Context: an optimization exercise on an open-source flow, tuned for small area, a short achievable clock period and few clock cycles per item. The choices shown serve that exercise and are no tape-out recipe.
Only simulation tests tie the RTL to the original design; equivalence was not proved.

Setup of lane 1:
Design damped_level_smoother, start of the top module:
module damped_level_smoother
#(
    parameter int LEVEL_FRAC_BITS = dls_pkg::DLS_LEVEL_FRAC_BITS
)
(
    input  logic                  clk,
    input  logic                  rst_n,
    input  logic                  in_valid,
    output logic                  in_stall,
    input  logic                  func,
    input  logic [7:0]            data_value,
    output logic                  out_valid,
    input  logic                  out_stall,
    output logic [7:0]            level_byte,
    output logic [16:0]           level_q16,
    output logic                  busy_res,
    input  logic                  cfg_valid,
    output logic                  cfg_ready,
    input  logic [dls_pkg::CFG_IDX_W-1:0]  cfg_index,
    input  logic [dls_pkg::CFG_DATA_W-1:0] cfg_data
);
clock: 9.0 ns
lec_check: 0
abc_area: 1
cap_margin: 0
core_margin: 2
core_utilization: 40
setup_slack_margin: 2.5
slew_margin: 0
run.sh (not shown) runs the stock make flow with config.mk's settings and CLKGATE_MAP_FILE= SYNTH_SCRIPT=/design/flow/synth_recipe.tcl, a recipe that flattens the netlist after the stock synthesis.
Testbench counts of lane 1, summed over its fixed seeds: cycles 49,107, items 19,200.
diff inputs: lane 1 => lane 2
- CORE_UTILIZATION changed from 40 to 60
- SETUP_SLACK_MARGIN changed from 2.5 to 3.0
- CAP_MARGIN changed from 0 to 20
- SLEW_MARGIN changed from 0 to 20
- PLACE_DENSITY newly set to 0.75
### Flow results
Taking lane 1 as the reference point, the reg2reg setup slack of lane 2 rises by 0.21 ns. The die span in y in lane 2 was lower than what lane 1 gave. Lane 2 gives more routed wire length than lane 1 did. Lane 2 -> lane 1: cell count of the worst hold path delta 0, exact match. Across both runs, number of global-route vias before repair was higher for lane 2 than for lane 1.
Changes in lane 3 relative to lane 2:
- removing SETUP_SLACK_MARGIN (formerly 3.0)
- removing ABC_AREA (formerly 1)
- changing CORE_UTILIZATION from 60 to 40
- removing PLACE_DENSITY (formerly 0.75)
## What came out
Lane 2 → lane 3: overall routing resource usage decreased 16 points, post-synthesis to final-layout area growth decreased 16 points, final count of pins violating max slew essentially unchanged. Of the two candidates, lane 2 has the worse sum of net half-perimeters after detailed placement and lane 3 the better one. The clock tree buffer count of the final layout of lane 3 falls short of that of lane 2 by 4. Most common cell after layout, fill and taps aside = sky130_fd_sc_hd__nand2_1: lane 2; most common cell after layout, fill and taps aside = sky130_fd_sc_hd__inv_1: lane 3. Compared lane 3 vs lane 2, and final wirelength is down in lane 3. For lane 3, the cell at the slowest stage of the critical path was sky130_fd_sc_hd__edfxtp_1, unlike lane 2, where it was sky130_fd_sc_hd__fa_1. Diff lane 2 -> lane 3 | multi-input combinational cell count | down by more than 10%.
For lane 4, these inputs were changed with respect to lane 3:
- setting SETUP_SLACK_MARGIN to 3.0 for the first time
- setting ABC_AREA to 1 for the first time
## What came out
The final layout from lane 4, which completed every stage, passed the timing, design-rule and antenna checks at the end of the flow.
Lane 4 against lane 3: mean instance size in the synthesized netlist went down by about 17%, row count went up by about 2.2%.
From lane 3 to lane 4 the numbers moved as follows: routed wire length on met3 rose by about 27%, area of combinational cells with multiple inputs rose by about 12%, basic-gate share of the synthesized area counting and, or, nand and nor cells rose by 8.9 points, area taken by flip-flops and latches rose by 0.54%.
[compare] base=lane 3 new=lane 4: routed wire length on met2 up about 16%; overall via count from detail_route saw an increase.

* * *

damped_level_smoother again, from the RTL that the note above started with.
Design damped_level_smoother, start of the top module:
module damped_level_smoother
#(
    parameter int LEVEL_FRAC_BITS = dls_pkg::DLS_LEVEL_FRAC_BITS
)
(
    input  logic                  clk,
    input  logic                  rst_n,
    input  logic                  in_valid,
    output logic                  in_stall,
    input  logic                  func,
    input  logic [7:0]            data_value,
    output logic                  out_valid,
    input  logic                  out_stall,
    output logic [7:0]            level_byte,
    output logic [16:0]           level_q16,
    output logic                  busy_res,
    input  logic                  cfg_valid,
    output logic                  cfg_ready,
    input  logic [dls_pkg::CFG_IDX_W-1:0]  cfg_index,
    input  logic [dls_pkg::CFG_DATA_W-1:0] cfg_data
);
Settings: LEC_CHECK=0, ABC_CLOCK_PERIOD_IN_PS=5000, CAP_MARGIN=20, CORE_MARGIN=2, CORE_UTILIZATION=40, SETUP_SLACK_MARGIN=3.0, SLEW_MARGIN=20; clock period 9.0 ns.
The baseline passed the timing, design-rule and antenna checks.
Testbench counts at the start, summed over its fixed seeds: cycles 49,107, items 19,200.
Change:
Settings changed: ABC_CLOCK_PERIOD_IN_PS 5000 to 4000, SETUP_SLACK_MARGIN 3.0 to 4.0.
Outcome: Global-route usage went up by 1.5 points. Synthesized cell count is unchanged. Cell area went up by 3.2%. Setup slack got worse by 150 ps. First-iteration DRC count went up by 15%.

* * *

## nickel
Another version of the RTL of damped_level_smoother (not shown whole).
==> flow/design.v (excerpt) <==
module damped_level_smoother
#(
    parameter int LEVEL_FRAC_BITS = dls_pkg::DLS_LEVEL_FRAC_BITS
)
(
    input  logic                  clk,
    input  logic                  rst_n,
    input  logic                  in_valid,
    output logic                  in_stall,
    input  logic                  func,
    input  logic [7:0]            data_value,
    output logic                  out_valid,
    input  logic                  out_stall,
    output logic [7:0]            level_byte,
    output logic [16:0]           level_q16,
    output logic                  busy_res,
    input  logic                  cfg_valid,
    output logic                  cfg_ready,
    input  logic [dls_pkg::CFG_IDX_W-1:0]  cfg_index,
    input  logic [dls_pkg::CFG_DATA_W-1:0] cfg_data
);
export LEC_CHECK = 0
export ABC_AREA = 1
export CAP_MARGIN = 20
export CORE_MARGIN = 2
export CORE_UTILIZATION = 40
export SETUP_SLACK_MARGIN = 3.0
export SLEW_MARGIN = 20
create_clock -name core_clock -period 9.0 [get_ports {clk}]
Testbench counts of nickel, summed over its fixed seeds: cycles 49,107, items 19,200.
Input changes introduced in amber (baseline for comparison: nickel):
- swapping 3.0 for 2.5 in SETUP_SLACK_MARGIN
Notes after the runs:
Share of post-route cells with drive strength above 1 (higher): nickel
amber vs nickel: non-clock buffer instance count of the final layout down
STATUS final critical-path setup slack: amber loses against nickel
Status: clock transition at the register clock pins on the worst setup and hold paths after CTS parity (amber, nickel)
Delta(area growth from synthesis to layout, amber - nickel) < 0
nickel has lower final period utilization than amber.
On flip-flop and latch area, amber tracks nickel almost exactly.

* * *

damped_level_smoother with an RTL version that a note above also has.
Size: ~140 flip-flops, ~62 I/O pins, roughly 0.027 sq mm of cells after synthesis.
// damped_level_smoother
module damped_level_smoother
#(
    parameter int LEVEL_FRAC_BITS = dls_pkg::DLS_LEVEL_FRAC_BITS
)
(
    input  logic                  clk,
    input  logic                  rst_n,
    input  logic                  in_valid,
    output logic                  in_stall,
    input  logic                  func,
    input  logic [7:0]            data_value,
    output logic                  out_valid,
    input  logic                  out_stall,
    output logic [7:0]            level_byte,
    output logic [16:0]           level_q16,
    output logic                  busy_res,
    input  logic                  cfg_valid,
    output logic                  cfg_ready,
    input  logic [dls_pkg::CFG_IDX_W-1:0]  cfg_index,
    input  logic [dls_pkg::CFG_DATA_W-1:0] cfg_data
);
export LEC_CHECK = 0
export ABC_AREA = 1
export CAP_MARGIN = 20
export CORE_MARGIN = 2
export CORE_UTILIZATION = 40
export SETUP_SLACK_MARGIN = 2.0
export SLEW_MARGIN = 20
create_clock -name core_clock -period 9.0 [get_ports {clk}]
The baseline produced a clean layout.
Testbench counts at the start, summed over its fixed seeds: cycles 49,107, items 19,200.
==> next run, changes <==
CORE_UTILIZATION = 30   (was 40)
SETUP_SLACK_MARGIN = 2.5   (was 2.0)
Result: Setup slack gets better by 0.53 ns; via count goes up by 2.1%; clock-buffer cell count falls by 1; routed wire length increases by 3.7%; utilization fell by 9.3 points; fmax went up by 8.3%.
==> next run, changes <==
ABC_AREA = default   (was 1)
CORE_UTILIZATION = 40   (was 30)
SETUP_SLACK_MARGIN = 3.0   (was 2.5)
Result:
- clock-buffer cell count is unchanged
- maximum frequency came out lower by 4.5%
- design area came out lower by 0.49%
- routed wire length came out lower by 6.7%
- core utilization came out higher by 14 points
==> next run, changes <==
ABC_AREA = 1   (was default)
SETUP_SLACK_MARGIN = 2.5   (was 3.0)
What happened:
- The new run went through all stages and came out clean
- hold slack gets better by 0.012 ns
- clock skew barely changes
- worst setup slack gains 0.30 ns
- register-to-register slack gets better by 0.30 ns

==> afterwards: timing with drivers on the ports <==
No port has a modelled driver above. Below, the same layouts with a new extraction and two added sets of constraints. Step 1 (the two cells are an assumption about what drives the block):
set clk [get_ports {clk}]
set_driving_cell -lib_cell sky130_fd_sc_hd__clkbuf_16 $clk
set_driving_cell -lib_cell sky130_fd_sc_hd__buf_2 [delete_from_list [all_inputs] $clk]
Step 2 also shifts input and output timing later by t, the mid clock arrival at the registers, as if the neighbouring blocks saw the same clock. Three values: ideal ports, drivers, drivers and shift; two values: the first two.
run | shift t [ns] | setup slack, ns | slew at the worst register clock pin (ns) | worst slew at a driven data input, ns | cell pins on the clock port's net
lane 1 | 0.502 | 2.629 / 2.629 / 2.629 | 0.07 / 0.07 | 0.04 | 1
lane 2 | 0.498 | 2.841 / 2.841 / 2.841 | 0.07 / 0.07 | 0.05 | 1
lane 3 | 0.506 | 0.846 / 0.846 / 0.846 | 0.08 / 0.08 | 0.05 | 1
lane 4 | 0.508 | 2.902 / 2.902 / 2.902 | 0.08 / 0.08 | 0.04 | 1
the first run of note 2 | 0.516 | 2.366 / 2.366 / 2.366 | 0.08 / 0.08 | 0.05 | 1
the second run of note 2 | 0.508 | 2.216 / 2.216 / 2.216 | 0.08 / 0.08 | 0.05 | 1
nickel | 0.506 | 2.928 / 2.928 / 2.928 | 0.07 / 0.07 | 0.06 | 1
amber | 0.504 | 2.701 / 2.701 / 2.701 | 0.07 / 0.07 | 0.06 | 1
the first run of note 4 | 0.498 | 2.136 / 2.136 / 2.136 | 0.07 / 0.07 | 0.04 | 1
the second run of note 4 | 0.506 | 2.665 / 2.665 / 2.665 | 0.07 / 0.07 | 0.04 | 1
the third run of note 4 | 0.516 | 2.366 / 2.366 / 2.366 | 0.08 / 0.08 | 0.05 | 1
the fourth run of note 4 | 0.494 | 2.669 / 2.669 / 2.669 | 0.07 / 0.07 | 0.04 | 1
After both steps setup and hold are still met in every run listed.
